What follows belongs to an exercise in optimizing a design on an open flow for small area, a short achievable clock period and few clock cycles per item; a production flow would make more cautious choices. RTL that was checked went through simulation tests only; none was proved equivalent to the original. The RTL of runs 4 to 6 was laid out without a check of its function. No activity file was given, so power comes from the tool's default toggle rates.

<file path="design.v">
package tmcm_pkg;
  localparam int SCR_BITS = 10;
  localparam int CFG_DATA_BITS = 32;
  localparam int CFG_ADDR_BITS = 5;
  localparam int REG_IDX_BITS = 3;
  localparam logic [REG_IDX_BITS-1:0] REG_RAW_MIN_X   = 3'd0;
  localparam logic [REG_IDX_BITS-1:0] REG_RAW_MAX_X   = 3'd1;
  localparam logic [REG_IDX_BITS-1:0] REG_RAW_MIN_Y   = 3'd2;
  localparam logic [REG_IDX_BITS-1:0] REG_RAW_MAX_Y   = 3'd3;
  localparam logic [REG_IDX_BITS-1:0] REG_PRESS_THR   = 3'd4;
  localparam logic [REG_IDX_BITS-1:0] REG_ORIENT      = 3'd5;
  localparam logic [REG_IDX_BITS-1:0] REG_SCR_MAX_X   = 3'd6;
  localparam logic [REG_IDX_BITS-1:0] REG_SCR_MAX_Y   = 3'd7;
  localparam int RST_RAW_MIN = 550;
  localparam int RST_RAW_MAX = 3650;
  localparam int RST_PRESS_THR = 850;
  localparam logic [3:0] RST_ORIENT = 4'd13;
  localparam logic [SCR_BITS-1:0] RST_SCR_MAX_X = 10'd319;
  localparam logic [SCR_BITS-1:0] RST_SCR_MAX_Y = 10'd239;
  localparam int FLG_SWAP = 0;
  localparam int FLG_INV_X = 1;
  localparam int FLG_INV_Y = 2;
  localparam int FLG_LOW_Z = 3;
endpackage
module tmcm_regs #(
  parameter int RAW_BITS = 12
) (
  input  logic                                  clk,
  input  logic                                  rst_n,
  input  logic                                  psel,
  input  logic                                  penable,
  input  logic                                  pwrite,
  input  logic [tmcm_pkg::CFG_ADDR_BITS-1:0]    paddr,
  input  logic [tmcm_pkg::CFG_DATA_BITS-1:0]    pwdata,
  output logic [tmcm_pkg::CFG_DATA_BITS-1:0]    prdata,
  output logic [RAW_BITS-1:0]                   raw_min_x,
  output logic [RAW_BITS-1:0]                   raw_max_x,
  output logic [RAW_BITS-1:0]                   raw_min_y,
  output logic [RAW_BITS-1:0]                   raw_max_y,
  output logic [RAW_BITS-1:0]                   press_thr,
  output logic [3:0]                            orient,
  output logic [tmcm_pkg::SCR_BITS-1:0]         scr_max_x,
  output logic [tmcm_pkg::SCR_BITS-1:0]         scr_max_y
);
  localparam int DW = tmcm_pkg::CFG_DATA_BITS;
  logic [RAW_BITS-1:0] raw_min_x_r, raw_max_x_r, raw_min_y_r, raw_max_y_r, press_thr_r;
  logic [3:0] orient_r;
  logic [tmcm_pkg::SCR_BITS-1:0] scr_max_x_r, scr_max_y_r;
  logic [tmcm_pkg::REG_IDX_BITS-1:0] idx;
  logic wr_en;
  assign idx = paddr[tmcm_pkg::CFG_ADDR_BITS-1:2];
  assign wr_en = psel & penable & pwrite;
  always_ff @(posedge clk) begin
    if (!rst_n) begin
      raw_min_x_r <= RAW_BITS'(tmcm_pkg::RST_RAW_MIN);
      raw_max_x_r <= RAW_BITS'(tmcm_pkg::RST_RAW_MAX);
      raw_min_y_r <= RAW_BITS'(tmcm_pkg::RST_RAW_MIN);
      raw_max_y_r <= RAW_BITS'(tmcm_pkg::RST_RAW_MAX);
      press_thr_r <= RAW_BITS'(tmcm_pkg::RST_PRESS_THR);
      orient_r    <= tmcm_pkg::RST_ORIENT;
      scr_max_x_r <= tmcm_pkg::RST_SCR_MAX_X;
      scr_max_y_r <= tmcm_pkg::RST_SCR_MAX_Y;
    end else if (wr_en) begin
      case (idx)
        tmcm_pkg::REG_RAW_MIN_X: raw_min_x_r <= pwdata[RAW_BITS-1:0];
        tmcm_pkg::REG_RAW_MAX_X: raw_max_x_r <= pwdata[RAW_BITS-1:0];
        tmcm_pkg::REG_RAW_MIN_Y: raw_min_y_r <= pwdata[RAW_BITS-1:0];
        tmcm_pkg::REG_RAW_MAX_Y: raw_max_y_r <= pwdata[RAW_BITS-1:0];
        tmcm_pkg::REG_PRESS_THR: press_thr_r <= pwdata[RAW_BITS-1:0];
        tmcm_pkg::REG_ORIENT:    orient_r    <= pwdata[3:0];
        tmcm_pkg::REG_SCR_MAX_X: scr_max_x_r <= pwdata[tmcm_pkg::SCR_BITS-1:0];
        tmcm_pkg::REG_SCR_MAX_Y: scr_max_y_r <= pwdata[tmcm_pkg::SCR_BITS-1:0];
        default: ;
      endcase
    end
  end
  always_comb begin
    case (idx)
      tmcm_pkg::REG_RAW_MIN_X: prdata = DW'(raw_min_x_r);
      tmcm_pkg::REG_RAW_MAX_X: prdata = DW'(raw_max_x_r);
      tmcm_pkg::REG_RAW_MIN_Y: prdata = DW'(raw_min_y_r);
      tmcm_pkg::REG_RAW_MAX_Y: prdata = DW'(raw_max_y_r);
      tmcm_pkg::REG_PRESS_THR: prdata = DW'(press_thr_r);
      tmcm_pkg::REG_ORIENT:    prdata = DW'(orient_r);
      tmcm_pkg::REG_SCR_MAX_X: prdata = DW'(scr_max_x_r);
      tmcm_pkg::REG_SCR_MAX_Y: prdata = DW'(scr_max_y_r);
      default:                 prdata = '0;
    endcase
  end
  assign raw_min_x = raw_min_x_r;
  assign raw_max_x = raw_max_x_r;
  assign raw_min_y = raw_min_y_r;
  assign raw_max_y = raw_max_y_r;
  assign press_thr = press_thr_r;
  assign orient    = orient_r;
  assign scr_max_x = scr_max_x_r;
  assign scr_max_y = scr_max_y_r;
endmodule
module tmcm_median #(
  parameter int RAW_BITS = 12
) (
  input  logic                clk,
  input  logic                rst_n,
  input  logic                fire,
  input  logic [RAW_BITS-1:0] sx,
  input  logic [RAW_BITS-1:0] sy,
  input  logic [RAW_BITS-1:0] sz,
  input  logic [RAW_BITS-1:0] thr,
  input  logic                low_z,
  output logic [1:0]          phase,
  output logic [RAW_BITS-1:0] mx,
  output logic [RAW_BITS-1:0] my,
  output logic                touched
);
  logic [1:0]          phase_r;
  logic [RAW_BITS-1:0] hx0_r, hx1_r, hy0_r, hy1_r;
  logic                ltx_r, lty_r;
  logic                hz0_r, hz1_r;
  logic                t_r;
  logic                zpass;
  logic                x_a, x_b, y_a, y_b;
  function automatic logic [1:0] med_pick(
    input logic [RAW_BITS-1:0] a,
    input logic [RAW_BITS-1:0] b,
    input logic [RAW_BITS-1:0] c,
    input logic                ab
  );
    logic ac, bc;
    ac = (a < c);
    bc = (b < c);
    med_pick = {ab ^ ac, ab == bc};
  endfunction
  assign zpass = ~((sz ^ {RAW_BITS{low_z}}) < (thr ^ {RAW_BITS{low_z}}));
  assign phase = phase_r;
  assign {x_a, x_b} = med_pick(hx0_r, hx1_r, sx, ltx_r);
  assign {y_a, y_b} = med_pick(hy0_r, hy1_r, sy, lty_r);
  always_ff @(posedge clk) begin
    if (!rst_n) phase_r <= 2'd0;
    else if (fire) phase_r <= phase_r[1] ? 2'd0 : phase_r + 2'd1;
  end
  always_ff @(posedge clk) begin
    if (fire && phase_r == 2'd0) begin
      hx0_r <= sx;
      hy0_r <= sy;
      hz0_r <= zpass;
    end
    if (fire && phase_r == 2'd1) begin
      hz1_r <= zpass;
      ltx_r <= (hx0_r < sx);
      lty_r <= (hy0_r < sy);
    end
    if (fire && (phase_r == 2'd1 || (phase_r[1] && (x_a || !x_b))))
      hx1_r <= (phase_r[1] && x_a) ? hx0_r : sx;
    if (fire && (phase_r == 2'd1 || (phase_r[1] && (y_a || !y_b))))
      hy1_r <= (phase_r[1] && y_a) ? hy0_r : sy;
    if (fire && phase_r[1])
      t_r <= (hz0_r & hz1_r) | (hz0_r & zpass) | (hz1_r & zpass);
  end
  assign mx = hx1_r;
  assign my = hy1_r;
  assign touched = t_r;
endmodule
module tmcm_addbk #(
  parameter int W = 13
) (
  input  logic [W-1:0] a,
  input  logic [W-1:0] b,
  input  logic         cin,
  output logic [W-1:0] s
);
  localparam int TOP = 2 ** ($clog2(W) - 1);
  logic [W-1:0] g, p, gg, pp;
  always_comb begin
    g  = a & b;
    p  = a ^ b;
    gg = g;
    pp = p;
    gg[0] = g[0] | (p[0] & cin);
    for (int d = 1; d < W; d = d * 2)
      for (int i = 2 * d - 1; i < W; i = i + 2 * d) begin
        gg[i] = gg[i] | (pp[i] & gg[i-d]);
        pp[i] = pp[i] & pp[i-d];
      end
    for (int d = TOP; d >= 1; d = d / 2)
      for (int i = 3 * d - 1; i < W; i = i + 2 * d) begin
        gg[i] = gg[i] | (pp[i] & gg[i-d]);
        pp[i] = pp[i] & pp[i-d];
      end
    s = p ^ {gg[W-2:0], cin};
  end
endmodule
module tmcm_mulcsa #(
  parameter int NW = 12,
  parameter int MW = 10
) (
  input  logic [NW-1:0]    a,
  input  logic [MW-1:0]    b,
  output logic [NW+MW-1:0] s,
  output logic [NW+MW-1:0] c
);
  localparam int W = NW + MW;
  logic [W-1:0] row [MW];
  logic [W-1:0] l1 [7];
  logic [W-1:0] l2 [5];
  logic [W-1:0] l3 [4];
  logic [W-1:0] l4 [3];
  function automatic logic [2*W-1:0] csa(
    input logic [W-1:0] x,
    input logic [W-1:0] y,
    input logic [W-1:0] z
  );
    logic [W-1:0] sum, cy;
    sum = x ^ y ^ z;
    cy  = (x & y) | (x & z) | (y & z);
    csa = {cy[W-2:0], 1'b0, sum};
  endfunction
  always_comb begin
    for (int j = 0; j < MW; j++) row[j] = W'(a & {NW{b[j]}}) << j;
    {l1[1], l1[0]} = csa(row[0], row[1], row[2]);
    {l1[3], l1[2]} = csa(row[3], row[4], row[5]);
    {l1[5], l1[4]} = csa(row[6], row[7], row[8]);
    l1[6] = row[9];
    {l2[1], l2[0]} = csa(l1[0], l1[1], l1[2]);
    {l2[3], l2[2]} = csa(l1[3], l1[4], l1[5]);
    l2[4] = l1[6];
    {l3[1], l3[0]} = csa(l2[0], l2[1], l2[2]);
    l3[2] = l2[3];
    l3[3] = l2[4];
    {l4[1], l4[0]} = csa(l3[0], l3[1], l3[2]);
    l4[2] = l3[3];
    {c, s} = csa(l4[0], l4[1], l4[2]);
  end
endmodule
module tmcm_muldiv #(
  parameter int RAW_BITS = 12
) (
  input  logic                                   clk,
  input  logic                                   load,
  input  logic                                   step,
  input  logic [RAW_BITS+tmcm_pkg::SCR_BITS-1:0] prod,
  input  logic [RAW_BITS-1:0]                    den,
  input  logic [RAW_BITS:0]                      den3,
  output logic [tmcm_pkg::SCR_BITS-1:0]          quo,
  output logic [tmcm_pkg::SCR_BITS-1:0]          quo_next
);
  localparam int SB = tmcm_pkg::SCR_BITS;
  localparam int RW = RAW_BITS + 1;
  logic [RW-1:0] r_r, r1, r2;
  logic [SB-1:0] pq_r;
  function automatic logic [RW-1:0] add_bk(
    input logic [RW-1:0] x,
    input logic [RW-1:0] y,
    input logic          cin
  );
    logic [RW-1:0] g, p, gg, pp;
    g  = x & y;
    p  = x ^ y;
    gg = g;
    pp = p;
    gg[0] = g[0] | (p[0] & cin);
    for (int d = 1; d < RW; d = d * 2)
      for (int i = 2 * d - 1; i < RW; i = i + 2 * d) begin
        gg[i] = gg[i] | (pp[i] & gg[i-d]);
        pp[i] = pp[i] & pp[i-d];
      end
    for (int d = 8; d >= 1; d = d / 2)
      for (int i = 3 * d - 1; i < RW; i = i + 2 * d) begin
        gg[i] = gg[i] | (pp[i] & gg[i-d]);
        pp[i] = pp[i] & pp[i-d];
      end
    add_bk = p ^ {gg[RW-2:0], cin};
  endfunction
  logic [RW-1:0] dd, dd3, t1, t2, k_ge, k_lt, c_ge, c_lt;
  logic          sub1;
  always_comb begin
    dd   = {1'b0, den};
    dd3  = den3;
    sub1 = ~r_r[RW-1];
    t1   = {r_r[RW-2:0], pq_r[SB-1]};
    t2   = {r_r[RW-3:0], pq_r[SB-1], pq_r[SB-2]};
    r1   = add_bk(t1, sub1 ? ~dd : dd, sub1);
    k_ge = sub1 ? ~dd3 : dd;
    k_lt = sub1 ? ~dd : dd3;
    c_ge = add_bk(t2, k_ge, sub1);
    c_lt = add_bk(t2, k_lt, sub1);
    r2   = r1[RW-1] ? c_lt : c_ge;
  end
  always_ff @(posedge clk) begin
    if (load) begin
      r_r  <= {1'b0, prod[RAW_BITS+SB-1:SB]};
      pq_r <= prod[SB-1:0];
    end else if (step) begin
      r_r  <= r2;
      pq_r <= {pq_r[SB-3:0], ~r1[RW-1], ~r2[RW-1]};
    end
  end
  assign quo = pq_r;
  assign quo_next = {pq_r[SB-3:0], ~r1[RW-1], ~r2[RW-1]};
endmodule
module touch_median_calibrate_map #(
  parameter int RAW_BITS = 12
) (
  input  logic                                  clk,
  input  logic                                  rst_n,
  input  logic                                  in_tvalid,
  output logic                                  in_tready,
  input  logic [((3*RAW_BITS+7)/8)*8-1:0]       in_tdata,
  output logic                                  out_tvalid,
  input  logic                                  out_tready,
  output logic [23:0]                           out_tdata,
  output logic                                  out_tuser,
  input  logic                                  cfg_psel,
  input  logic                                  cfg_penable,
  input  logic                                  cfg_pwrite,
  input  logic [tmcm_pkg::CFG_ADDR_BITS-1:0]    cfg_paddr,
  input  logic [tmcm_pkg::CFG_DATA_BITS-1:0]    cfg_pwdata,
  output logic [tmcm_pkg::CFG_DATA_BITS-1:0]    cfg_prdata,
  output logic                                  cfg_pready
);
  localparam int SB = tmcm_pkg::SCR_BITS;
  localparam int PW = RAW_BITS + SB;
  logic [RAW_BITS-1:0] raw_min_x, raw_max_x, raw_min_y, raw_max_y, press_thr;
  logic [3:0]          orient;
  logic [SB-1:0]       scr_max_x, scr_max_y;
  logic                in_fire, start, adv;
  logic [1:0]          phase;
  logic [RAW_BITS-1:0] mx, my;
  logic                touched;
  logic                wr_en;
  logic [RAW_BITS-1:0] thr_eff;
  logic                low_z_eff;
  logic [9:1]          v_r, s_r;
  logic                sel_r;
  logic [RAW_BITS-1:0] den_x_r, den_y_r;
  logic                empty_x, empty_y;
  logic                ax, mir;
  logic [RAW_BITS-1:0] v, lo, hi, dn, num, num_r;
  logic [RAW_BITS:0]   a, b;
  logic [RAW_BITS+1:0] c;
  logic [SB-1:0]       smax_m;
  logic [PW-1:0]       ps, pc, ps_r, pc_r, prod;
  logic [SB-1:0]       xq [2];
  logic [SB-1:0]       xqn [2];
  logic [SB-1:0]       yq [2];
  logic [SB-1:0]       yqn [2];
  logic [1:0]          xt_r;
  logic [SB-1:0]       qx, qy;
  logic                tt;
  logic                out_valid_r, out_touched_r;
  logic [SB-1:0]       out_x_r, out_y_r;
  assign cfg_pready = 1'b1;
  tmcm_regs #(.RAW_BITS(RAW_BITS)) u_regs (
    .clk       (clk),
    .rst_n     (rst_n),
    .psel      (cfg_psel),
    .penable   (cfg_penable),
    .pwrite    (cfg_pwrite),
    .paddr     (cfg_paddr),
    .pwdata    (cfg_pwdata),
    .prdata    (cfg_prdata),
    .raw_min_x (raw_min_x),
    .raw_max_x (raw_max_x),
    .raw_min_y (raw_min_y),
    .raw_max_y (raw_max_y),
    .press_thr (press_thr),
    .orient    (orient),
    .scr_max_x (scr_max_x),
    .scr_max_y (scr_max_y)
  );
  assign wr_en = cfg_psel & cfg_penable & cfg_pwrite;
  assign thr_eff = (wr_en && cfg_paddr[4:2] == tmcm_pkg::REG_PRESS_THR) ?
                   cfg_pwdata[RAW_BITS-1:0] : press_thr;
  assign low_z_eff = (wr_en && cfg_paddr[4:2] == tmcm_pkg::REG_ORIENT) ?
                     cfg_pwdata[tmcm_pkg::FLG_LOW_Z] : orient[tmcm_pkg::FLG_LOW_Z];
  logic sure;
  assign sure = ~(v_r[9] & out_valid_r);
  always_comb begin
    case (phase)
      2'd0:    in_tready = 1'b1;
      2'd1:    in_tready = ~v_r[1] & (~v_r[2] | sure);
      default: in_tready = ~(v_r[1] | v_r[2]) & sure;
    endcase
  end
  assign in_fire = in_tvalid & in_tready;
  assign start   = in_fire & phase[1];
  tmcm_median #(.RAW_BITS(RAW_BITS)) u_median (
    .clk     (clk),
    .rst_n   (rst_n),
    .fire    (in_fire),
    .sx      (in_tdata[RAW_BITS-1:0]),
    .sy      (in_tdata[2*RAW_BITS-1:RAW_BITS]),
    .sz      (in_tdata[3*RAW_BITS-1:2*RAW_BITS]),
    .thr     (thr_eff),
    .low_z   (low_z_eff),
    .phase   (phase),
    .mx      (mx),
    .my      (my),
    .touched (touched)
  );
  assign adv = ~(v_r[9] & out_valid_r & ~out_tready);
  always_ff @(posedge clk) begin
    if (!rst_n) begin
      v_r   <= '0;
      sel_r <= 1'b0;
    end else if (adv) begin
      v_r <= {v_r[8:1], start};
      if (start) sel_r <= ~sel_r;
    end
  end
  always_ff @(posedge clk) begin
    if (adv) s_r <= {s_r[8:1], sel_r};
  end
  logic [RAW_BITS:0] span_x, span_y;
  logic [RAW_BITS:0] den3_x_r, den3_y_r;
  logic              empty_x_r, empty_y_r;
  logic [RAW_BITS:0] den3_x, den3_y;
  tmcm_addbk #(.W(RAW_BITS+1)) u_span_x (
    .a ({1'b0, raw_max_x}), .b (~{1'b0, raw_min_x}), .cin (1'b1), .s (span_x));
  tmcm_addbk #(.W(RAW_BITS+1)) u_span_y (
    .a ({1'b0, raw_max_y}), .b (~{1'b0, raw_min_y}), .cin (1'b1), .s (span_y));
  tmcm_addbk #(.W(RAW_BITS+1)) u_den3_x (
    .a ({1'b0, den_x_r}), .b ({den_x_r, 1'b0}), .cin (1'b0), .s (den3_x));
  tmcm_addbk #(.W(RAW_BITS+1)) u_den3_y (
    .a ({1'b0, den_y_r}), .b ({den_y_r, 1'b0}), .cin (1'b0), .s (den3_y));
  always_ff @(posedge clk) begin
    den_x_r   <= span_x[RAW_BITS-1:0];
    den_y_r   <= span_y[RAW_BITS-1:0];
    empty_x_r <= span_x[RAW_BITS] | ~|span_x[RAW_BITS-1:0];
    empty_y_r <= span_y[RAW_BITS] | ~|span_y[RAW_BITS-1:0];
    den3_x_r  <= den3_x;
    den3_y_r  <= den3_y;
  end
  assign empty_x = empty_x_r;
  assign empty_y = empty_y_r;
  always_comb begin
    ax  = v_r[2];
    v   = (orient[tmcm_pkg::FLG_SWAP] ^ ax) ? my : mx;
    lo  = ax ? raw_min_y : raw_min_x;
    hi  = ax ? raw_max_y : raw_max_x;
    dn  = ax ? den_y_r : den_x_r;
    mir = ax ? orient[tmcm_pkg::FLG_INV_Y] : orient[tmcm_pkg::FLG_INV_X];
    a   = {1'b0, v} - {1'b0, lo};
    b   = {1'b0, hi} - {1'b0, v};
    c   = {2'b0, lo} + {2'b0, hi} - {2'b0, v};
    if (mir) begin
      if (c[RAW_BITS+1])    num = dn;
      else if (b[RAW_BITS]) num = '0;
      else if (a[RAW_BITS]) num = dn;
      else                  num = b[RAW_BITS-1:0];
    end else begin
      if (a[RAW_BITS])      num = '0;
      else if (b[RAW_BITS]) num = dn;
      else                  num = a[RAW_BITS-1:0];
    end
  end
  always_ff @(posedge clk) begin
    if (adv) num_r <= num;
  end
  assign smax_m = v_r[3] ? scr_max_y : scr_max_x;
  tmcm_mulcsa #(.NW(RAW_BITS), .MW(SB)) u_mul (
    .a (num_r),
    .b (smax_m),
    .s (ps),
    .c (pc)
  );
  always_ff @(posedge clk) begin
    if (adv) begin
      ps_r <= ps;
      pc_r <= pc;
    end
  end
  tmcm_addbk #(.W(PW)) u_cpa (.a (ps_r), .b (pc_r), .cin (1'b0), .s (prod));
  for (genvar e = 0; e < 2; e++) begin : g_eng
    logic x_load, x_step, y_load, y_step;
    assign x_load = adv & v_r[3] & (s_r[3] == e[0]);
    assign x_step = adv & |(v_r[8:4] & ~(s_r[8:4] ^ {5{e[0]}}));
    assign y_load = adv & v_r[4] & (s_r[4] == e[0]);
    assign y_step = adv & |(v_r[8:5] & ~(s_r[8:5] ^ {4{e[0]}}));
    tmcm_muldiv #(.RAW_BITS(RAW_BITS)) u_x (
      .clk      (clk),
      .load     (x_load),
      .step     (x_step),
      .prod     (prod),
      .den      (den_x_r),
      .den3     (den3_x_r),
      .quo      (xq[e]),
      .quo_next (xqn[e])
    );
    tmcm_muldiv #(.RAW_BITS(RAW_BITS)) u_y (
      .clk      (clk),
      .load     (y_load),
      .step     (y_step),
      .prod     (prod),
      .den      (den_y_r),
      .den3     (den3_y_r),
      .quo      (yq[e]),
      .quo_next (yqn[e])
    );
    always_ff @(posedge clk) begin
      if (x_load) xt_r[e] <= touched;
    end
  end
  assign qx = s_r[9] ? xq[1] : xq[0];
  assign qy = s_r[9] ? yqn[1] : yqn[0];
  assign tt = s_r[9] ? xt_r[1] : xt_r[0];
  always_ff @(posedge clk) begin
    if (!rst_n) out_valid_r <= 1'b0;
    else if (v_r[9] && adv) out_valid_r <= 1'b1;
    else if (out_tready) out_valid_r <= 1'b0;
  end
  always_ff @(posedge clk) begin
    if (v_r[9] && adv) begin
      out_touched_r <= tt;
      out_x_r       <= (tt && !empty_x) ? qx : '0;
      out_y_r       <= (tt && !empty_y) ? qy : '0;
    end
  end
  assign out_tvalid = out_valid_r;
  assign out_tuser  = out_touched_r;
  assign out_tdata  = {4'd0, out_y_r, out_x_r};
endmodule
</file>
<file path="constraint.sdc">
create_clock -name core_clock -period 7.0 [get_ports {clk}]
set_input_delay 1.4000 -clock core_clock [delete_from_list [all_inputs] [get_ports {clk}]]
set_output_delay 1.4000 -clock core_clock [all_outputs]
set_load 0.01 [all_outputs]
</file>
<file path="config.mk">
export PLATFORM = sky130hd
export DESIGN_NAME = touch_median_calibrate_map
export DESIGN_NICKNAME = touch_median_calibrate_map
export VERILOG_FILES = /design/flow/design.v
export SDC_FILE = /design/flow/constraint.sdc
export NUM_CORES = 4
export LEC_CHECK = 0
export CAP_MARGIN = 20
export CORE_MARGIN = 2
export CORE_UTILIZATION = 40
export CTS_BUF_LIST = sky130_fd_sc_hd__clkbuf_4 sky130_fd_sc_hd__clkbuf_8
export CTS_CLUSTER_DIAMETER = 45
export CTS_CLUSTER_SIZE = 30
export SETUP_SLACK_MARGIN = 2.95
export SLEW_MARGIN = 20
</file>
<file path="run.sh">
#!/bin/bash
# synth_recipe.tcl (not shown) runs the flow's synth.tcl, then flattens the netlist and writes it again
# the make line also repeats each setting of config.mk as NAME=value (left out here)
make -C /OpenROAD-flow-scripts/flow DESIGN_CONFIG=/design/flow/config.mk WORK_HOME=/design/flow/orfs CLKGATE_MAP_FILE= SYNTH_SCRIPT=/design/flow/synth_recipe.tcl finish
</file>
==> results of run 1 <==
-- flip-flops by register name, summed over array words and instances (netlist names), 12 cells and up --
name and cells:
g_eng.u_x.r_r 26, u_median.hx0_r 12, g_eng.u_x.pq_r 20, u_regs.press_thr_r 12, u_regs.raw_min_x_r 12, u_regs.raw_max_x_r 12, u_median.hy1_r 12, den3_x_r 13
den3_y_r 13, u_regs.raw_min_y_r 12, u_regs.raw_max_y_r 12, pc_r 16, num_r 12, ps_r 21, g_eng.u_y.pq_r 20, den_y_r 12
den_x_r 12, u_median.hx1_r 12, g_eng.u_y.r_r 26, u_median.hy0_r 12
-- power by group --
group	switching, W	internal, W	total (W)	leakage (nW)
Sequential	0.000172	0.00258	0.00275	3.41
Combinational	0.00145	0.00109	0.00254	10.4
Clock	0.00109	0.00141	0.00249	0.803
Total	0.00271	0.00508	0.00779	14.6
-- through the flow --
stage / instances / total power [W] / worst slack [ns] / util, % / area [um2]
floorplan: 3150 / 0.00444 / 2.96 / - / 30500
global placement: 4087 / 0.00521 / 1.32 / 43.0 / 32100
detailed placement: 4087 / 0.00524 / 1.38 / 43.0 / 32100
CTS: 4244 / 0.00780 / 2.80 / 46.1 / 34500
global route: 4269 / 0.00828 / 2.89 / 46.7 / 34900
finish: 4271 / 0.00779 / 2.98 / 46.7 / 34900
-- layout make-up --
cell class,instances,share of cell area [%]
inverters,286,3.13
clock inverters,41,1.62
repair buffers,180,5.25
well taps,969,3.47
multi-input cells,2334,55.6
diodes,3,0.0215
clock buffers,81,3.00
flip-flops and latches,375,27.9
repair inverters,2,0.0358
-- placed cells by master (no fill, tap or decap), types with 47 or more instances in the layout --
master	count
nand2_1	403
ha_1	299
inv_1	278
edfxtp_1	222
fa_1	182
nor2_1	155
dfxtp_1	143
a21oi_1	133
mux2i_1	133
o21ai_0	120
xnor2_1	110
nor2b_1	100
clkdlybuf4s50_1	76
clkbuf_8	70
buf_4	63
nand2b_1	51
a21boi_0	49
mux2_2	48
nand3_1	47
-- logic make-up (layout without fill, tap and decap cells) --
logic type / Yosys count / after routing
muxes: 198 / 199
other: 2 / 28
adders and majority gates: 483 / 483
DFF: 375 / 375
and+or+nand+nor: 888 / 890
xor gates and xnor gates: 166 / 166
buffers and inverters: 444 / 590
AOI/OAI and AO/OA: 571 / 571
-- worst max-delay path by stage --
stage,startpoint,endpoint,slack (ns)
after floorplan,cfg_paddr[4],u_median.t_r,2.96
after global placement,cfg_paddr[4],u_median.t_r,1.32
after detailed placement,cfg_paddr[4],u_median.t_r,1.38
after CTS,cfg_paddr[3],cfg_prdata[9],2.80
after global routing,g_eng[0].u_x.r_r[12],g_eng[0].u_x.pq_r[0],2.89
final,cfg_paddr[3],cfg_prdata[1],2.98
-- layer usage --
layer / vias up / part of all wire [%] / global-route usage (%)
met4: 0 / 3.7 / 8.04
met2: 646 / 46 / 34.6
met5: - / 0 / 0
li1: 11000 / - / -
met1: 10900 / 45 / 29.5
met3: 155 / 5.6 / 2.90
-- what timing repair did --
item / 4_1_cts / 5_1_grt
resized for setup: 123 / 77
pin swaps: 16 / 23
cloned: 5 / 3
setup endpoints to repair: 152 / 124
setup buffers: 30 / 21
==> results.yml, run 1 <==
setup_path:
  r2r-end: "ps_r[13]"
  critPathLaunchType: "primary input"
  worstPathArrival_ns: 2.62
  rr_startpoint: "v_r[3]"
  critical_path_required_ns: 5.60
  r2r_slack_ns: 3.05
  slowest_delay_ns: 0.39
  cp_top_family: "buffers and inverters"
  crit_buf_inv: 5
  cp_max_fo: 9
  cp.depth: 8
  cpMaxStageDelayCell: "or3_4"
  path_class: "in -> out"
  rr_worst_depth: 11
  crit_path_end_kind: "primary output"
  crit_chain: "buf_12, buf_8, buf_12, or3_4, buf_4, nor2_2, nor2_2, buf_2"
timing:
  finalHoldViolations: 0
  tns_ns: 0
  fmax_ghz: 0.249
  min_period_ns: 4.02
  slew_viol_final: 0
  fin_hold_ws_ns: 0.433
  worst_pin_slew_ns: 1.16
  rsz0062_at_grt: "true"
  setup_viol: 0
  maxSlewHeadroom_pct: 22.1
  fin_skew_ns: 0.0555
  fin_crit_sh_pct: 57.4
logic_synthesis:
  synthAdderAreaFrac_pct: 24.5
  synth-seq-cells: 375
  synth-xor-area-share_pct: 4.80
  yosysWarningCount: 16
  synth_edf_count: 222
  yosys-top-cells-area: "edfxtp_1 22%, ha_1 12%, fa_1 12%, dfxtp_1 10%, nand2_1 5.0%"
  ys.flop_type: "edfxtp_1"
  synthCells: 3127
  synth_cell_type_count: 77
  yosys.area.top_type_share_pct: 22.0
  synthMuxAreaShare_pct: 6.84
  syn_area_um2: 30300
  synth_compound_area_share_pct: 12.5
  synth_top_family_by_area: "adder cells"
  async_reset_ff_share_pct: 0
  ys_seq_area_share_pct: 32.1
  synth_commonest_cells: "407 x nand2_1, 299 x ha_1, 285 x inv_1, 222 x edfxtp_1, 183 x fa_1"
  avgSynthCellArea_um2: 9.68
  synth_top_cell_by_area: "edfxtp_1"
  synth-simple-area-share_pct: 13.4
  synth_most_common_cell: "nand2_1"
min_path:
  hold_path.class: "reg -> reg"
  min_to: "s_r[3]"
  hp-start: "s_r[2]"
  holdPathStages: 0
clock_tree:
  cts_buffers: 67
  cts_hold_buffers: 0
  clkLatencyLatePin_ns: 0.67
  cts.path.max_buffers: 3
  cts_sinks: 375
  htree_levels: 3
  path_clk_slew_ns: 0.08
  cts_root_buf: "clkbuf_8"
  cts_tree: "done"
die:
  die_w_um: 279
  fp-row-count: 100
  die_area_um2: 77900
  die_height_um: 279
  io_pins: 144
  start_util_pct: 40.5
  core_area_um2: 74700
detailed_routing:
  drc_errors: 0
  vias: 22700
  firstDrtPassIters: 6
  vias_per_cell: 5.31
  drt-wirelength-per-cell_um: 19.7
  antenna_left: 0
  drt_iter0_markers: 1713
  finalWirelength_um: 84000
power_and_ir_drop:
  ir_worst_vdd_mv: 0.155
  p_per_area_nw_per_um2: 223
  leakagePower_nw: 14.6
grt:
  grtUsageTotal_pct: 21.5
  grt_overflow: 0
  antenna_found_initial: 1
  grt_max_degree: 98
  first_global_vias: 22500
  grt_pass1_wl_um: 130000
finish:
  syn_to_final_growth_pct: 15.3
  fin_nets: 3812
  regArea_um2: 9750
  fill_cells: 7016
  drive_gt1_share_pct: 11.9
  multi_input_area_um2: 19400
run_status:
  status: "timing/DRC/antenna clean"
job:
  cap_violations: 0
placed_design:
  port_buffers: 92
  hpwl_um: 62300
  place.gp.congestion: 0.888
Testbench counts, summed over its fixed seeds: cycles 19,520, items 6,400.
==> run 2, diff against run 1 <==
--- a/config.mk
+++ b/config.mk
@@ -6,10 +6,9 @@
 export NUM_CORES = 4
 export LEC_CHECK = 0
-export CAP_MARGIN = 20
+export CAP_MARGIN = 5
 export CORE_MARGIN = 2
 export CORE_UTILIZATION = 40
 export CTS_BUF_LIST = sky130_fd_sc_hd__clkbuf_4 sky130_fd_sc_hd__clkbuf_8
-export CTS_CLUSTER_DIAMETER = 45
-export CTS_CLUSTER_SIZE = 30
+export CTS_CLUSTER_SIZE = 40
 export SETUP_SLACK_MARGIN = 2.95
-export SLEW_MARGIN = 20
+export SLEW_MARGIN = 5
==> run 2 against run 1 <==
Net effect: routed wire length grew 0.13%; flip-flop and latch count is the same; first-iteration DRC count shrank 3.4%; clock skew shrank 0.016 ns; non-clock buffer count shrank 2; via count grew 0.24%; final cell count is essentially flat.
==> results.yml, run 2 <==
grt:
  first_global_vias: 22500
  grt_pass1_wl_um: 130000
  antenna_found_initial: 1
  grtUsageTotal_pct: 21.5
  grt_overflow: 0
  grt_max_degree: 98
timing:
  maxSlewHeadroom_pct: 20.6
  tns_ns: 0
  fin_crit_sh_pct: 57.7
  fin_skew_ns: 0.0395
  fmax_ghz: 0.248
  rsz0062_at_grt: "true"
  setup_viol: 0
  slew_viol_final: 0
  worst_pin_slew_ns: 1.18
  finalHoldViolations: 0
  min_period_ns: 4.04
setup_path:
  critical_path_required_ns: 5.60
  cp.depth: 7
  worstPathArrival_ns: 2.64
  slowest_delay_ns: 0.28
  crit_path_end_kind: "primary output"
  cp_top_family: "buffers and inverters"
  cpMaxStageDelayCell: "clkdlybuf4s15_2"
  rr_startpoint: "v_r[3]"
  r2r-end: "ps_r[12]"
  path_class: "in -> out"
  crit_buf_inv: 4
  cp_max_fo: 9
  r2r_slack_ns: 3.04
  rr_worst_depth: 11
  endpoint: "cfg_prdata[7]"
  cp_common_cell: "buf_12"
  crit_start: "cfg_paddr[3]"
  crit_chain: "buf_12, buf_8, buf_12, nor2_4, a221oi_2, a211oi_2, clkdlybuf4s15_2"
  critPathLaunchType: "primary input"
finish:
  drive_gt1_share_pct: 11.8
  fill_cells: 7041
  regArea_um2: 9750
  top_regs: "g_eng.u_x.r_r x26, g_eng.u_y.r_r x26, ps_r x21"
  final_area_um2: 34800
  syn_to_final_growth_pct: 14.8
  fin_nets: 3814
  multi_input_area_um2: 19400
  final_cell_mix: "403 x nand2_1, 299 x ha_1, 279 x inv_1"
  final_common_cell: "nand2_1"
clock_tree:
  htree_levels: 3
  cts_root_buf: "clkbuf_8"
  clkLatencyLatePin_ns: 0.67
  cts_buffers: 71
  cts_sinks: 375
  path_clk_slew_ns: 0.05
  cts_hold_buffers: 0
  cts_tree: "done"
  cts.path.max_buffers: 3
logic_synthesis:
  async_reset_ff_share_pct: 0
  synth_top_cell_by_area: "edfxtp_1"
  synthCells: 3127
  synth_edf_count: 222
  ys.flop_type: "edfxtp_1"
  syn_area_um2: 30300
  yosys.area.top_type_share_pct: 22.0
  synth-seq-cells: 375
  synth_most_common_cell: "nand2_1"
  yosys-top-cells-area: "edfxtp_1 22%, ha_1 12%, fa_1 12%, dfxtp_1 10%, nand2_1 5.0%"
  avgSynthCellArea_um2: 9.68
  synth_cell_type_count: 77
  yosysWarningCount: 16
  synth_commonest_cells: "407 x nand2_1, 299 x ha_1, 285 x inv_1, 222 x edfxtp_1, 183 x fa_1"
  ys_seq_area_share_pct: 32.1
power_and_ir_drop:
  intPower_w: 0.00494
  power_w: 0.00756
  p_per_area_nw_per_um2: 217
  p_seq_share_pct: 36.4
  pwr-share-comb_pct: 33.4
  clkPwrFrac_pct: 30.2
  leakagePower_nw: 14.6
  switchingPower_w: 0.00262
  swShare_pct: 34.6
  ir_worst_vdd_mv: 0.139
placed_design:
  port_buffers: 92
  placed_area_um2: 32100
  place.gp.congestion: 0.888
  hpwl_um: 62300
die:
  io_pins: 144
  die_height_um: 279
  core_area_um2: 74700
  die_area_um2: 77900
  start_util_pct: 40.5
  fp-row-count: 100
  die_w_um: 279
detailed_routing:
  vias_per_cell: 5.33
  finalWirelength_um: 84100
  firstDrtPassIters: 5
  antenna_left: 0
  drt_iter0_markers: 1655
  drt-wirelength-per-cell_um: 19.7
  vias: 22800
  drc_errors: 0
job:
  cap_violations: 0
min_path:
  hold_path.class: "reg -> reg"
run_status:
  status: "timing/DRC/antenna clean"
==> run 2: cell counts after synthesis <==
Identical to the previous run, type by type.
==> run 2: metal layers <==
layer	vias up	global-route usage [%]	wire, um
li1	11000	-	-
met1	10900	29.3	38300
met2	682	34.9	38500
met3	160	2.75	4170
met4	0	8.15	3140
met5	-	0	0
==> run 2: power by group through the flow <==
stage	logic, W	registers [W]	clock network, W
CTS	0.00250	0.00275	0.00236
detailed placement	0.00244	0.00280	0
global placement	0.00241	0.00280	0
global route	0.00286	0.00277	0.00243
finish	0.00252	0.00275	0.00228
floorplan	0.00174	0.00270	0
==> run 2: how the worst min path moves through the flow <==
stage / depth (start not counted) / end / start
2_1_floorplan: 0 / s_r[2] / s_r[1]
3_3_place_gp: 0 / s_r[3] / s_r[2]
3_5_place_dp: 0 / s_r[3] / s_r[2]
4_1_cts: 0 / s_r[3] / s_r[2]
5_1_grt: 0 / s_r[3] / s_r[2]
6_report: 0 / s_r[3] / s_r[2]
==> run 2: timing repair <==
item / 4_1_cts / 5_1_grt
cloned: 5 / 4
pin swaps: 15 / 17
buffers inserted: 29 / 19
endpoints found under the setup margin: 155 / 126
gates resized for setup: 124 / 77
==> run 2: layout make-up <==
type | instances | share of cell area, %
Antenna cell | 2 | 0.0144
Timing Repair Buffer | 178 | 5.25
Inverter | 286 | 3.14
Sequential cell | 375 | 28.0
Timing Repair inverter | 2 | 0.0360
Tap cell | 969 | 3.49
Clock buffer | 107 | 3.77
Clock inverter | 19 | 0.479
Multi-Input combinational cell | 2334 | 55.8
==> run 2: kinds of logic after synthesis <==
group | synth area share, %
compound gates | 12.5
xor+xnor | 4.80
fa+ha+maj | 24.5
buf+inv | 5.83
flops | 32.1
mux | 6.84
other cells | 0.0248
simple gates | 13.4
==> run 2: metrics by stage <==
step                      std cells  util, %  setup WS [ns]  hold slack [ns]
after floorplan                3150        -           2.96            0.400
after global placement         4087     43.0           1.32            0.408
after detailed placement       4087     43.0           1.38            0.414
after CTS                      4247     45.9           2.80            0.429
after global routing           4271     46.5           2.92            0.430
final                          4272     46.5           2.96            0.433
==> run 2: worst reg2reg max path: cells and delay by family (launching register included) <==
kind	cells	cell delay, ns
fa+ha+maj	5	2.48
buf+inv	4	0.48
flops	1	0.41
mux	1	0.23
simple gates	1	0.09
==> run 3, diff against run 2 <==
--- a/config.mk
+++ b/config.mk
@@ -6,9 +6,9 @@
 export NUM_CORES = 4
 export LEC_CHECK = 0
-export CAP_MARGIN = 5
+export CAP_MARGIN = 20
 export CORE_MARGIN = 2
 export CORE_UTILIZATION = 40
 export CTS_BUF_LIST = sky130_fd_sc_hd__clkbuf_4 sky130_fd_sc_hd__clkbuf_8
 export CTS_CLUSTER_SIZE = 40
-export SETUP_SLACK_MARGIN = 2.95
-export SLEW_MARGIN = 5
+export SETUP_SLACK_MARGIN = 3.05
+export SLEW_MARGIN = 20
==> run 3 against run 2 <==
Net effect: power grew 0.50%; first-iteration DRC count shrank 1.0%; sequential power is essentially flat; synthesized cell count is the same; routed wire length grew 1.8%; area after synthesis is the same; worst setup slack gained 0.039 ns; global-route usage is essentially flat; maximum frequency grew 0.99%; worst hold slack lost 0.014 ns; clock power shrank 2%; highest routed layer unchanged.
==> results.yml, run 3 <==
timing:
  fin_crit_sh_pct: 57.1
  fin_skew_ns: 0.0347
  maxSlewHeadroom_pct: 29.9
  rsz0062_at_grt: "true"
  setup_viol: 0
  tns_ns: 0
  slew_viol_final: 0
  fmax_ghz: 0.250
  min_period_ns: 4.00
  finalHoldViolations: 0
  setup_ws_ns: 3.00
  worst_pin_slew_ns: 1.04
clock_tree:
  cts.path.max_buffers: 3
  cts_root_buf: "clkbuf_8"
  clkLatencyLatePin_ns: 0.68
  path_clk_slew_ns: 0.05
  cts_tree: "done"
  cts_sinks: 375
  cts_buffers: 72
  htree_levels: 3
logic_synthesis:
  avgSynthCellArea_um2: 9.68
  synth_compound_area_share_pct: 12.5
  synth_top_family_by_area: "adder cells"
  ys.flop_type: "edfxtp_1"
  yosys.area.top_type_share_pct: 22.0
  yosys-top-cells-area: "edfxtp_1 22%, ha_1 12%, fa_1 12%, dfxtp_1 10%, nand2_1 5.0%"
  synth_cell_type_count: 77
  yosysWarningCount: 16
  synthAdderAreaFrac_pct: 24.5
  ys_seq_area_share_pct: 32.1
  synth_top_cell_by_area: "edfxtp_1"
  async_reset_ff_share_pct: 0
  synth_most_common_cell: "nand2_1"
  synth_commonest_cells: "407 x nand2_1, 299 x ha_1, 285 x inv_1, 222 x edfxtp_1, 183 x fa_1"
  synthCells: 3127
  synthMuxAreaShare_pct: 6.84
  synth_edf_count: 222
  synth-xor-area-share_pct: 4.80
  synth-simple-area-share_pct: 13.4
  synth-seq-cells: 375
  syn_area_um2: 30300
finish:
  final_area_um2: 35700
  finalCoreUtilization_pct: 47.8
  syn_to_final_growth_pct: 17.8
  fin_nets: 3864
  drive_gt1_share_pct: 14.7
  final_common_cell: "nand2_1"
  top_regs: "g_eng.u_x.r_r x26, g_eng.u_y.r_r x26, ps_r x21"
  fill_cells: 6945
  final_cell_mix: "402 x nand2_1, 296 x ha_1, 275 x inv_1"
setup_path:
  worstPathArrival_ns: 2.60
  critPathLaunchType: "primary input"
  r2r_slack_ns: 3.04
  r2r-end: "ps_r[12]"
  rr_worst_depth: 13
  cp_max_fo: 7
  crit_path_end_kind: "primary output"
  path_class: "in -> out"
  slowest_delay_ns: 0.56
  crit_chain: "buf_16, buf_8, mux4_2, a21oi_2, nor2_1, buf_2"
  cpMaxStageDelayCell: "mux4_2"
  rr_startpoint: "v_r[3]"
  critical_path_required_ns: 5.60
power_and_ir_drop:
  p_per_area_nw_per_um2: 213
  leakagePower_nw: 15.0
  ir_worst_vdd_mv: 0.138
grt:
  antenna_found_initial: 2
  first_global_vias: 22600
  grtUsageTotal_pct: 21.5
  grt_overflow: 0
  grt_max_degree: 98
  grt_pass1_wl_um: 130000
die:
  io_pins: 144
  start_util_pct: 40.5
  die_height_um: 279
  die_w_um: 279
  fp-row-count: 100
  core_area_um2: 74700
  die_area_um2: 77900
placed_design:
  hpwl_um: 62600
  place.gp.congestion: 0.917
  place_ws_ns: 1.52
  placed_area_um2: 32200
  port_buffers: 92
detailed_routing:
  drt-wirelength-per-cell_um: 19.8
  antenna_left: 0
  vias_per_cell: 5.32
  drt_iter0_markers: 1638
  vias: 23000
  drc_errors: 0
  firstDrtPassIters: 5
  finalWirelength_um: 85600
job:
  cap_violations: 0
min_path:
  holdPathStages: 0
  min_to: "s_r[3]"
  hold_path.class: "reg -> reg"
  hp-start: "s_r[2]"
run_status:
  status: "timing/DRC/antenna clean"
==> run 3: logic make-up (layout without fill, tap and decap cells) <==
group                      count (synthesis)  count (layout)
and+or+nand+nor                          888             889
AOI/OAI and AO/OA                        571             571
adders and majority gates                483             483
buffers and inverters                    444             646
DFF                                      375             375
muxes                                    198             200
xor gates and xnor gates                 166             166
other                                      2              27
==> run 3: stage by stage <==
| step | std cells | hold WS [ns] | total power [W] |
|---|---|---|---|
| 2_1_floorplan | 3150 | 0.400 | 0.00444 |
| 3_3_place_gp | 4086 | 0.402 | 0.00520 |
| 3_5_place_dp | 4086 | 0.408 | 0.00526 |
| 4_1_cts | 4265 | 0.421 | 0.00758 |
| 5_1_grt | 4326 | 0.424 | 0.00808 |
| 6_report | 4326 | 0.418 | 0.00760 |
==> run 3: power by group <==
part / switching (W) / internal (W)
Clock: 0.00106 / 0.00118
Sequential: 0.000170 / 0.00258
Combinational: 0.00148 / 0.00113
==> run 3: worst max path at each step <==
stage | start | to | slack (ns) | depth (start not counted)
5_1_grt | v_r[3] | ps_r[12] | 2.97 | 13
3_3_place_gp | cfg_paddr[4] | u_median.t_r | 1.44 | 10
4_1_cts | cfg_paddr[2] | cfg_prdata[2] | 2.88 | 9
6_report | cfg_paddr[4] | cfg_prdata[1] | 3.00 | 6
2_1_floorplan | cfg_paddr[4] | u_median.t_r | 2.97 | 13
3_5_place_dp | cfg_paddr[4] | u_median.t_r | 1.52 | 13
==> run 3: timing repair <==
action                                  CTS  global route
hold buffers                              0             0
endpoints found under the setup margin  159           114
resized for setup                       168           129
pin swaps                                19            50
cloned                                    7             5
setup buffers                            41            54
==> run 3: area by class of cell <==
| type | count | area, um2 | area share [%] |
|---|---|---|---|
| Sequential cell | 375 | 9760 | 27.4 |
| Inverter | 286 | 1100 | 3.08 |
| Clock inverter | 37 | 250 | 0.701 |
| Antenna cell | 2 | 5.00 | 0.0140 |
| Timing Repair inverter | 2 | 15.0 | 0.0421 |
| Timing Repair Buffer | 227 | 2360 | 6.61 |
| Tap cell | 969 | 1210 | 3.40 |
| Multi-Input combinational cell | 2334 | 19800 | 55.4 |
| Clock buffer | 94 | 1210 | 3.38 |
==> run 3: worst max-delay path: cells and delay by family <==
kind / cells / cell delay (ns)
multiplexers: 1 / 0.56
buffers and inverters: 3 / 0.39
AO/OA/AOI/OAI: 1 / 0.18
AND/OR/NAND/NOR: 1 / 0.07
==> run 3: per-layer routing <==
layer,part of all wire [%],global-route usage [%],up-vias
li1,-,-,11100
met5,0,0,-
met4,4.4,8.88,0
met1,44,29.1,11000
met3,5.9,3.05,203
met2,45,34.7,696
==> run 4, diff against run 3 <==
--- a/design.v
+++ b/design.v
@@ -121,18 +121,19 @@
   logic                x_a, x_b, y_a, y_b;
   function automatic logic [1:0] med_pick(
-    input logic [RAW_BITS-1:0] a,
-    input logic [RAW_BITS-1:0] b,
-    input logic [RAW_BITS-1:0] c,
-    input logic                ab
+    input logic ab,
+    input logic ac,
+    input logic bc
   );
-    logic ac, bc;
-    ac = (a < c);
-    bc = (b < c);
     med_pick = {ab ^ ac, ab == bc};
   endfunction
+  logic x_0s, x_1s, y_0s, y_1s;
+  assign x_0s = (hx0_r < sx);
+  assign x_1s = (hx1_r < sx);
+  assign y_0s = (hy0_r < sy);
+  assign y_1s = (hy1_r < sy);
   assign zpass = ~((sz ^ {RAW_BITS{low_z}}) < (thr ^ {RAW_BITS{low_z}}));
   assign phase = phase_r;
-  assign {x_a, x_b} = med_pick(hx0_r, hx1_r, sx, ltx_r);
-  assign {y_a, y_b} = med_pick(hy0_r, hy1_r, sy, lty_r);
+  assign {x_a, x_b} = med_pick(ltx_r, x_0s, x_1s);
+  assign {y_a, y_b} = med_pick(lty_r, y_0s, y_1s);
   always_ff @(posedge clk) begin
     if (!rst_n) phase_r <= 2'd0;
@@ -147,6 +148,6 @@
     if (fire && phase_r == 2'd1) begin
       hz1_r <= zpass;
-      ltx_r <= (hx0_r < sx);
-      lty_r <= (hy0_r < sy);
+      ltx_r <= x_0s;
+      lty_r <= y_0s;
     end
     if (fire && (phase_r == 2'd1 || (phase_r[1] && (x_a || !x_b))))
--- a/config.mk
+++ b/config.mk
@@ -9,6 +9,5 @@
 export CORE_MARGIN = 2
 export CORE_UTILIZATION = 40
-export CTS_BUF_LIST = sky130_fd_sc_hd__clkbuf_4 sky130_fd_sc_hd__clkbuf_8
-export CTS_CLUSTER_SIZE = 40
-export SETUP_SLACK_MARGIN = 3.05
+export SETUP_SLACK_MARGIN = 2.95
 export SLEW_MARGIN = 20
+export TNS_END_PERCENT = 10
==> run 4 against run 3 <==
Net effect: still clean on timing, DRC and antenna; cell area down 3.1%; area after synthesis decreased by 0.48%; worst hold slack improved by 0.00085 ns; critical path depth fell by 1; final cell count decreased by 2.7%; sequential power increased by 2%; global-route usage is 0.19 points lower; via count decreased by 3.0%; critical path type unchanged; highest routed layer is now met5.
==> results.yml, run 4 <==
timing:
  maxSlewHeadroom_pct: 16.4
  slew_viol_final: 0
  setup_viol: 0
  rsz0062_at_grt: "true"
  tns_ns: 0
  fin_crit_sh_pct: 58.8
  fin_skew_ns: 0.0215
  worst_pin_slew_ns: 1.24
  min_period_ns: 4.12
  finalHoldViolations: 0
  fmax_ghz: 0.243
  setup_ws_ns: 2.88
placed_design:
  place_ws_ns: 1.60
  place.gp.congestion: 0.890
  placed_area_um2: 32000
  port_buffers: 92
  hpwl_um: 62000
  post-place-cells: 4065
finish:
  final_area_um2: 34600
  top_regs: "g_eng.u_x.r_r x26, g_eng.u_y.r_r x26, ps_r x21"
  stdcell_count: 4209
  finalCoreUtilization_pct: 46.4
  final_common_cell: "nand2_1"
  final_cell_mix: "371 x nand2_1, 299 x ha_1, 288 x inv_1"
  fin_nets: 3767
  syn_to_final_growth_pct: 14.7
  drive_gt1_share_pct: 10.1
die:
  die_height_um: 278
  fp-row-count: 100
  core_area_um2: 74600
  io_pins: 144
  die_w_um: 278
  die_area_um2: 77500
  start_util_pct: 40.4
setup_path:
  crit_chain: "buf_4, buf_12, or3_4, o221a_2, dlygate4sd2_1"
  cpMaxStageDelayCell: "or3_4"
  crit_path_end_kind: "primary output"
  path_class: "in -> out"
  critPathLaunchType: "primary input"
  worstPathArrival_ns: 2.72
  r2r_slack_ns: 3.02
  cp_max_fo: 8
  critical_path_required_ns: 5.60
  slowest_delay_ns: 0.43
logic_synthesis:
  yosysWarningCount: 16
  synth_top_cell_by_area: "edfxtp_1"
  ys.flop_type: "edfxtp_1"
  yosys.area.top_type_share_pct: 22.1
  yosys-top-cells-area: "edfxtp_1 22%, ha_1 12%, fa_1 12%, dfxtp_1 10%, mux2i_1 5.2%"
  synthCells: 3101
  synth-seq-cells: 375
  syn_area_um2: 30100
  synth_most_common_cell: "nand2_1"
  avgSynthCellArea_um2: 9.72
  synth_edf_count: 222
  synth_commonest_cells: "372 x nand2_1, 299 x ha_1, 292 x inv_1, 222 x edfxtp_1, 183 x fa_1"
  ys_seq_area_share_pct: 32.3
  synth_cell_type_count: 77
  async_reset_ff_share_pct: 0
grt:
  first_global_vias: 22200
  grt_pass1_wl_um: 128000
  grt_max_degree: 84
  grtUsageTotal_pct: 21.4
  antenna_found_initial: 2
  grt_overflow: 0
clock_tree:
  clkLatencyLatePin_ns: 0.60
  htree_levels: 2
  cts_tree: "done"
  cts.path.max_buffers: 3
  cts_buffers: 47
  cts_sinks: 375
  path_clk_slew_ns: 0.06
  cts_root_buf: "clkbuf_16"
  cts_hold_buffers: 0
detailed_routing:
  finalWirelength_um: 83000
  antenna_left: 0
  drc_errors: 0
  drt-wirelength-per-cell_um: 19.7
  firstDrtPassIters: 5
  vias: 22300
  vias_per_cell: 5.30
  drt_iter0_markers: 1581
power_and_ir_drop:
  leakagePower_nw: 14.8
  intPower_w: 0.00524
  ir_worst_vdd_mv: 0.165
  swShare_pct: 35.5
  clkPwrFrac_pct: 30.2
  p_per_area_nw_per_um2: 235
  p_seq_share_pct: 34.4
  pwr-share-comb_pct: 35.4
  switchingPower_w: 0.00289
run_status:
  status: "timing/DRC/antenna clean"
job:
  cap_violations: 0
min_path:
  hold_path.class: "reg -> reg"
run 4: path summary, 6_finish.rpt:
path                           start             to  cells after the start
setup reg to reg  u_regs.orient_r[0]       num_r[1]                     15
setup / recovery        cfg_paddr[4]  cfg_prdata[9]                      5
hold reg to reg               s_r[2]         s_r[3]                      0
hold / removal                s_r[2]         s_r[3]                      0
run 4: worst max-delay path, delay by kind of cell:
family | cells | cell delay (ns)
buffers and inverters | 3 | 0.55
and+or+nand+nor | 1 | 0.43
AOI/OAI and AO/OA | 1 | 0.32
run 4: per-layer routing:
layer	vias up	part of all wire (%)	global-route usage (%)
met5	-	0.016	0
met4	2	3.8	7.25
met1	10800	45	29.0
li1	10800	-	-
met3	131	5.6	3.37
met2	581	46	34.7
run 4: kinds of logic (layout without fill, tap and decap cells):
logic type / Yosys count / in the layout / share of synthesized area (%)
fa+ha+maj: 483 / 483 / 24.6
other cells: 2 / 26 / 0.0249
compound gates: 559 / 559 / 11.9
buf+inv: 451 / 566 / 6.00
mux: 208 / 208 / 7.16
xor+xnor: 167 / 167 / 4.85
simple gates: 856 / 856 / 13.2
flops: 375 / 375 / 32.3
run 4: through the flow:
stage	power, W	hold slack [ns]
final	0.00812	0.419
after global routing	0.00866	0.435
after CTS	0.00816	0.421
after detailed placement	0.00564	0.407
after global placement	0.00558	0.403
after floorplan	0.00468	0.400
run 4: layout make-up:
| cell class | count | area [um2] |
|---|---|---|
| Clock inverter | 29 | 274 |
| Sequential cell | 375 | 9760 |
| Fill cell | 7006 | 40000 |
| Antenna cell | 1 | 2.50 |
| Inverter | 294 | 1110 |
| Tap cell | 969 | 1210 |
| Multi-Input combinational cell | 2298 | 19100 |
| Timing Repair Buffer | 185 | 1890 |
| Clock buffer | 58 | 1260 |
run 4: power by group through the flow:
stage	clock (W)	combinational [W]	sequential, W
2_1_floorplan	0	0.00195	0.00273
5_1_grt	0.00259	0.00327	0.00281
4_1_cts	0.00251	0.00284	0.00280
3_3_place_gp	0	0.00273	0.00285
3_5_place_dp	0	0.00279	0.00285
6_report	0.00246	0.00287	0.00280
run 4: what timing repair did:
action,in CTS,in global routing
gates cloned,5,3
gates resized for setup,105,63
endpoints found under the setup margin,110,133
setup buffers,20,28
pin swaps,16,11
==> run 5, diff against run 4 <==
--- a/config.mk
+++ b/config.mk
@@ -9,5 +9,6 @@
 export CORE_MARGIN = 2
 export CORE_UTILIZATION = 40
+export CTS_BUF_LIST = sky130_fd_sc_hd__clkbuf_4 sky130_fd_sc_hd__clkbuf_8
+export CTS_CLUSTER_SIZE = 40
 export SETUP_SLACK_MARGIN = 2.95
 export SLEW_MARGIN = 20
-export TNS_END_PERCENT = 10
==> run 5 against run 4 <==
Net effect: synthesized cell count stayed put; worst hold slack gained 0.0038 ns; routed wire length up 3.3%; core utilization up 1.0 points; cell area up 2.2%.
==> results.yml, run 5 <==
run_status:
  status: "timing/DRC/antenna clean"
clock_tree:
  cts_buffers: 72
  path_clk_slew_ns: 0.05
  htree_levels: 3
  clkLatencyLatePin_ns: 0.67
  cts_sinks: 375
  cts_tree: "done"
  cts_root_buf: "clkbuf_8"
  cts.path.max_buffers: 3
die:
  core_area_um2: 74600
  start_util_pct: 40.4
  fp-row-count: 100
  io_pins: 144
  die_area_um2: 77500
  die_height_um: 278
  die_w_um: 278
timing:
  min_period_ns: 4.09
  rsz0062_at_grt: "true"
  worst_pin_slew_ns: 1.08
  setup_viol: 0
  finalHoldViolations: 0
  maxSlewHeadroom_pct: 25.7
  fmax_ghz: 0.244
  fin_crit_sh_pct: 58.5
  tns_ns: 0
  fin_skew_ns: 0.0503
  slew_viol_final: 0
grt:
  grt_max_degree: 98
  antenna_found_initial: 3
  grtUsageTotal_pct: 21.9
  grt_overflow: 0
  grt_pass1_wl_um: 131000
  first_global_vias: 22500
finish:
  syn_to_final_growth_pct: 17.3
  stdcell_count: 4296
  final_cell_mix: "370 x nand2_1, 299 x ha_1, 286 x inv_1"
  fin_nets: 3832
  drive_gt1_share_pct: 13.6
  top_regs: "g_eng.u_x.r_r x26, g_eng.u_y.r_r x26, ps_r x21"
  final_common_cell: "nand2_1"
  finalCoreUtilization_pct: 47.4
  final_area_um2: 35300
setup_path:
  rr_startpoint: "v_r[3]"
  path_class: "in -> out"
  r2r_slack_ns: 3.02
  cp_max_fo: 4
  r2r-end: "ps_r[9]"
  crit_path_end_kind: "primary output"
  crit_start: "cfg_paddr[4]"
  rr_worst_depth: 13
  critical_path_required_ns: 5.60
  endpoint: "cfg_prdata[2]"
  critPathLaunchType: "primary input"
  worstPathArrival_ns: 2.69
power_and_ir_drop:
  pwr-share-comb_pct: 35.3
  p_per_area_nw_per_um2: 230
  clkPwrFrac_pct: 30.4
  ir_worst_vdd_mv: 0.125
  switchingPower_w: 0.00283
  leakagePower_nw: 15.1
  power_w: 0.00813
  swShare_pct: 34.9
  intPower_w: 0.00529
  p_seq_share_pct: 34.2
logic_synthesis:
  avgSynthCellArea_um2: 9.72
  synth_cell_type_count: 77
  ys.flop_type: "edfxtp_1"
  yosys-top-cells-area: "edfxtp_1 22%, ha_1 12%, fa_1 12%, dfxtp_1 10%, mux2i_1 5.2%"
  synth_compound_area_share_pct: 11.9
  synth_commonest_cells: "372 x nand2_1, 299 x ha_1, 292 x inv_1, 222 x edfxtp_1, 183 x fa_1"
  synth_most_common_cell: "nand2_1"
  syn_area_um2: 30100
  synth-simple-area-share_pct: 13.2
  synth-xor-area-share_pct: 4.85
  synthAdderAreaFrac_pct: 24.6
  synthCells: 3101
  synth_edf_count: 222
  synth_top_family_by_area: "adder cells"
  yosys.area.top_type_share_pct: 22.1
  synthMuxAreaShare_pct: 7.16
  async_reset_ff_share_pct: 0
  ys_seq_area_share_pct: 32.3
  synth_top_cell_by_area: "edfxtp_1"
  synth-seq-cells: 375
  yosysWarningCount: 16
detailed_routing:
  drt_iter0_markers: 1590
  vias: 22900
  firstDrtPassIters: 5
  drc_errors: 0
  antenna_left: 0
  finalWirelength_um: 85800
  vias_per_cell: 5.33
  drt-wirelength-per-cell_um: 20.0
placed_design:
  post-place-cells: 4069
  port_buffers: 92
  place.gp.congestion: 0.866
  placed_area_um2: 32100
  hpwl_um: 62800
job:
  cap_violations: 0
min_path:
  hold_path.class: "reg -> reg"
==> run 5: cell count changes in the layout (fill, tap and decap cells not counted), moves of 8 or more <==
cell       change
clkbuf_16     -49
clkbuf_8      +77
clkbuf_4      +29
clkbuf_1       -8
mux2i_1        -8
buf_6         +15
buf_4         +19
==> run 5: worst max-delay path, cell delays in order <==
cell and delay (ns):
buf_12 0.11, buf_12 0.12, or3_4 0.41, buf_6 0.15, buf_4 0.14, nor2_1 0.13
nor2_2 0.08, buf_2 0.15
==> run 5: repair_timing <==
item                                    CTS  global route
gates cloned                              8             2
buffers inserted                         38            44
resized for setup                       132           109
pin swaps                                13            29
hold buffers                              0             0
endpoints found under the setup margin  101           103
endpoints found under the hold margin     0             0
==> run 5: how the worst min path moves through the flow <==
stage          depth (start not counted)  slack [ns]     end  startpoint
3_5_place_dp                           0        0.41  s_r[2]      s_r[1]
3_3_place_gp                           0        0.40  s_r[2]      s_r[1]
2_1_floorplan                          0        0.40  s_r[2]      s_r[1]
5_1_grt                                0        0.43  s_r[3]      s_r[2]
4_1_cts                                0        0.42  s_r[2]      s_r[1]
6_report                               0        0.42  s_r[3]      s_r[2]
==> run 5: power by group through the flow <==
stage	logic (W)	registers, W	clock network, W
after floorplan	0.00196	0.00273	0
after global placement	0.00266	0.00282	0
after detailed placement	0.00271	0.00282	0
after CTS	0.00279	0.00278	0.00253
after global routing	0.00325	0.00280	0.00262
final	0.00287	0.00278	0.00247
==> run 5: area by class of cell <==
type                    count  area (um2)
fillers                  6984       39200
multi-input cells        2299       19300
flip-flops and latches    375        9760
repair buffers            222        2290
clock buffers             109        1320
well taps                 969        1210
inverters                 294        1120
clock inverters            23         300
repair inverters            2        15.0
diodes                      3        7.51
==> run 5: metal layers <==
layer,vias to the layer above,GRT usage [%],part of all wire [%]
met2,713,35.2,46
met3,164,3.90,6.0
met1,11100,29.3,44
li1,10900,-,-
met4,0,8.60,4.2
met5,-,0,0
==> run 5: through the flow <==
stage	setup WS (ns)	hold slack (ns)
global placement	1.34	0.403
floorplan	2.95	0.400
finish	2.91	0.423
CTS	2.76	0.421
global route	2.85	0.428
detailed placement	1.33	0.408
==> run 5: kinds of logic (layout without fill, tap and decap cells) <==
group / count (synthesis) / after routing
AND/OR/NAND/NOR: 856 / 856
AO/OA/AOI/OAI: 559 / 559
adder cells (fa/ha/maj): 483 / 483
buffers and inverters: 451 / 650
flip-flops: 375 / 375
multiplexers: 208 / 209
XOR/XNOR: 167 / 167
other: 2 / 28
==> run 6, diff against run 5 <==
--- a/design.v
+++ b/design.v
@@ -249,27 +249,4 @@
   logic [RW-1:0] r_r, r1, r2;
   logic [SB-1:0] pq_r;
-  function automatic logic [RW-1:0] add_bk(
-    input logic [RW-1:0] x,
-    input logic [RW-1:0] y,
-    input logic          cin
-  );
-    logic [RW-1:0] g, p, gg, pp;
-    g  = x & y;
-    p  = x ^ y;
-    gg = g;
-    pp = p;
-    gg[0] = g[0] | (p[0] & cin);
-    for (int d = 1; d < RW; d = d * 2)
-      for (int i = 2 * d - 1; i < RW; i = i + 2 * d) begin
-        gg[i] = gg[i] | (pp[i] & gg[i-d]);
-        pp[i] = pp[i] & pp[i-d];
-      end
-    for (int d = 8; d >= 1; d = d / 2)
-      for (int i = 3 * d - 1; i < RW; i = i + 2 * d) begin
-        gg[i] = gg[i] | (pp[i] & gg[i-d]);
-        pp[i] = pp[i] & pp[i-d];
-      end
-    add_bk = p ^ {gg[RW-2:0], cin};
-  endfunction
   logic [RW-1:0] dd, dd3, t1, t2, k_ge, k_lt, c_ge, c_lt;
   logic          sub1;
@@ -280,9 +257,9 @@
     t1   = {r_r[RW-2:0], pq_r[SB-1]};
     t2   = {r_r[RW-3:0], pq_r[SB-1], pq_r[SB-2]};
-    r1   = add_bk(t1, sub1 ? ~dd : dd, sub1);
+    r1   = t1 + (sub1 ? ~dd : dd) + {{(RW-1){1'b0}}, sub1};
     k_ge = sub1 ? ~dd3 : dd;
     k_lt = sub1 ? ~dd : dd3;
-    c_ge = add_bk(t2, k_ge, sub1);
-    c_lt = add_bk(t2, k_lt, sub1);
+    c_ge = t2 + k_ge + {{(RW-1){1'b0}}, sub1};
+    c_lt = t2 + k_lt + {{(RW-1){1'b0}}, sub1};
     r2   = r1[RW-1] ? c_lt : c_ge;
   end
==> run 6 against run 5 <==
Net effect: power down 4.7%; non-clock buffer count up 1; clock skew down 0.0071 ns.
==> results.yml, run 6 <==
timing:
  min_period_ns: 4.04
  setup_viol: 0
  tns_ns: 0
  fin_skew_ns: 0.0433
  fin_crit_sh_pct: 57.7
  rsz0062_at_grt: "true"
  finalHoldViolations: 0
  fmax_ghz: 0.248
  maxSlewHeadroom_pct: 25.3
  slew_viol_final: 0
min_path:
  hp-start: "s_r[1]"
  holdPathStages: 0
  hold_path.class: "reg -> reg"
  min_to: "s_r[2]"
job:
  cap_violations: 0
power_and_ir_drop:
  p_per_area_nw_per_um2: 217
  leakagePower_nw: 15.2
  power_w: 0.00775
  ir_worst_vdd_mv: 0.127
finish:
  final_cell_mix: "387 x nand2_1, 313 x ha_1, 265 x inv_1"
  syn_to_final_growth_pct: 16.4
  fill_cells: 7266
  drive_gt1_share_pct: 12.4
  regArea_um2: 9750
grt:
  antenna_found_initial: 3
  grt_pass1_wl_um: 132000
  grtUsageTotal_pct: 21.6
  grt_busiest_layer: "met2"
  met1_usage_pct: 28.9
  met3_usage_pct: 3.52
logic_synthesis:
  yosysWarningCount: 16
  yosys.area.top_type_share_pct: 21.8
  yosys-top-cells-area: "edfxtp_1 22%, ha_1 13%, dfxtp_1 10%, fa_1 9.4%, mux2i_1 5.4%"
  synth_commonest_cells: "392 x nand2_1, 313 x ha_1, 270 x inv_1, 222 x edfxtp_1, 210 x nor2_1"
  synth-seq-cells: 375
  synth_most_common_cell: "nand2_1"
  synthCells: 3261
  synth_top_cell_by_area: "edfxtp_1"
  avgSynthCellArea_um2: 9.39
  async_reset_ff_share_pct: 0
  synth_cell_type_count: 76
  ys_seq_area_share_pct: 31.8
clock_tree:
  cts_root_buf: "clkbuf_8"
  htree_levels: 3
  cts_hold_buffers: 0
  cts.path.max_buffers: 3
  cts_buffers: 73
  cts_tree: "done"
detailed_routing:
  antenna_left: 0
  finalWirelength_um: 85000
  vias_per_cell: 5.30
  vias: 23700
  drc_errors: 0
  drt-wirelength-per-cell_um: 19.0
die:
  io_pins: 144
  start_util_pct: 40.4
  die_area_um2: 78800
  die_w_um: 281
  die_height_um: 281
  core_area_um2: 75800
  fp-row-count: 101
setup_path:
  cp_max_fo: 5
  r2r_slack_ns: 3.00
  worstPathArrival_ns: 2.64
  r2r-end: "num_r[2]"
  crit_path_end_kind: "primary output"
  rr_startpoint: "u_regs.orient_r[0]"
  critPathLaunchType: "primary input"
placed_design:
  hpwl_um: 62600
  port_buffers: 92
run_status:
  status: "timing/DRC/antenna clean"
## run 6: cell type report
type	count	area share [%]
Multi-Input combinational cell	2482	55.6
Inverter	271	2.93
Timing Repair Buffer	223	6.29
Clock inverter	32	0.720
Antenna cell	2	0.0140
Timing Repair inverter	2	0.0421
Sequential cell	375	27.4
Tap cell	978	3.43
Clock buffer	102	3.62
## run 6: worst max path at each step
stage                                     from              endpoint  slack, ns  cells past startpoint
after floorplan                   cfg_paddr[4]          u_median.t_r       2.94                     12
after global placement            cfg_paddr[4]          u_median.t_r       1.43                     12
after detailed placement          cfg_paddr[4]          u_median.t_r       1.40                     12
after CTS                         cfg_paddr[3]         cfg_prdata[4]       2.85                      8
after global routing      g_eng[0].u_y.r_r[12]  g_eng[0].u_y.pq_r[0]       2.87                     14
final                             cfg_paddr[4]         cfg_prdata[0]       2.96                     10
## run 6: power breakdown
group	internal [W]	leakage, nW	switching (W)
Clock	0.00132	0.818	0.00105
Sequential	0.00258	3.42	0.000158
Combinational	0.00115	10.9	0.00150
Total	0.00504	15.2	0.00270
## run 6: kinds of logic after synthesis
| logic type | Yosys count | synth area share (%) |
|---|---|---|
| adder cells (fa/ha/maj) | 457 | 22.2 |
| buffers and inverters | 427 | 5.62 |
| XOR/XNOR | 195 | 5.60 |
| multiplexers | 194 | 6.50 |
| flip-flops | 375 | 31.8 |
| AND/OR/NAND/NOR | 965 | 14.4 |
| AO/OA/AOI/OAI | 646 | 13.9 |
| other | 2 | 0.0245 |
## run 6: repair_timing
action                                 4_1_cts  5_1_grt
setup endpoints to repair                  140      152
resized for setup                          148       96
setup buffers                               44       41
endpoints found under the hold margin        0        0
pin swaps                                   14       23
cloned                                       8        3
## run 6: layer usage
metal  share of wire (%)  wire [um]
met1                  44      37800
met2                  46      39200
met3                 5.3       4510
met4                 4.1       3500
met5                   0          0
## run 6: critical path: stages
cell	delay, ns
buf_8	0.08
buf_12	0.10
clkinvlp_4	0.14
buf_6	0.16
nand2_4	0.06
buf_6	0.12
o21ai_2	0.06
a221oi_2	0.27
nor2_2	0.09
buf_2	0.15
## run 6: per-stage QoR
stage / worst slack [ns] / util (%) / cell area, um2 / std cells
after floorplan: 2.94 / - / 30800 / 3284
after global placement: 1.43 / 42.9 / 32500 / 4235
final: 2.96 / 47.0 / 35600 / 4467
after global routing: 2.87 / 47.0 / 35600 / 4466
after CTS: 2.85 / 46.0 / 34900 / 4421
after detailed placement: 1.40 / 42.9 / 32500 / 4235

Setup slack of run 6, layout unchanged: 2.960 ns with ideal ports, 2.904 ns with driving cells assumed (clock clkbuf_16, inputs buf_2), 2.319 ns with port delays also shifted by the 0.714 ns mid clock arrival.
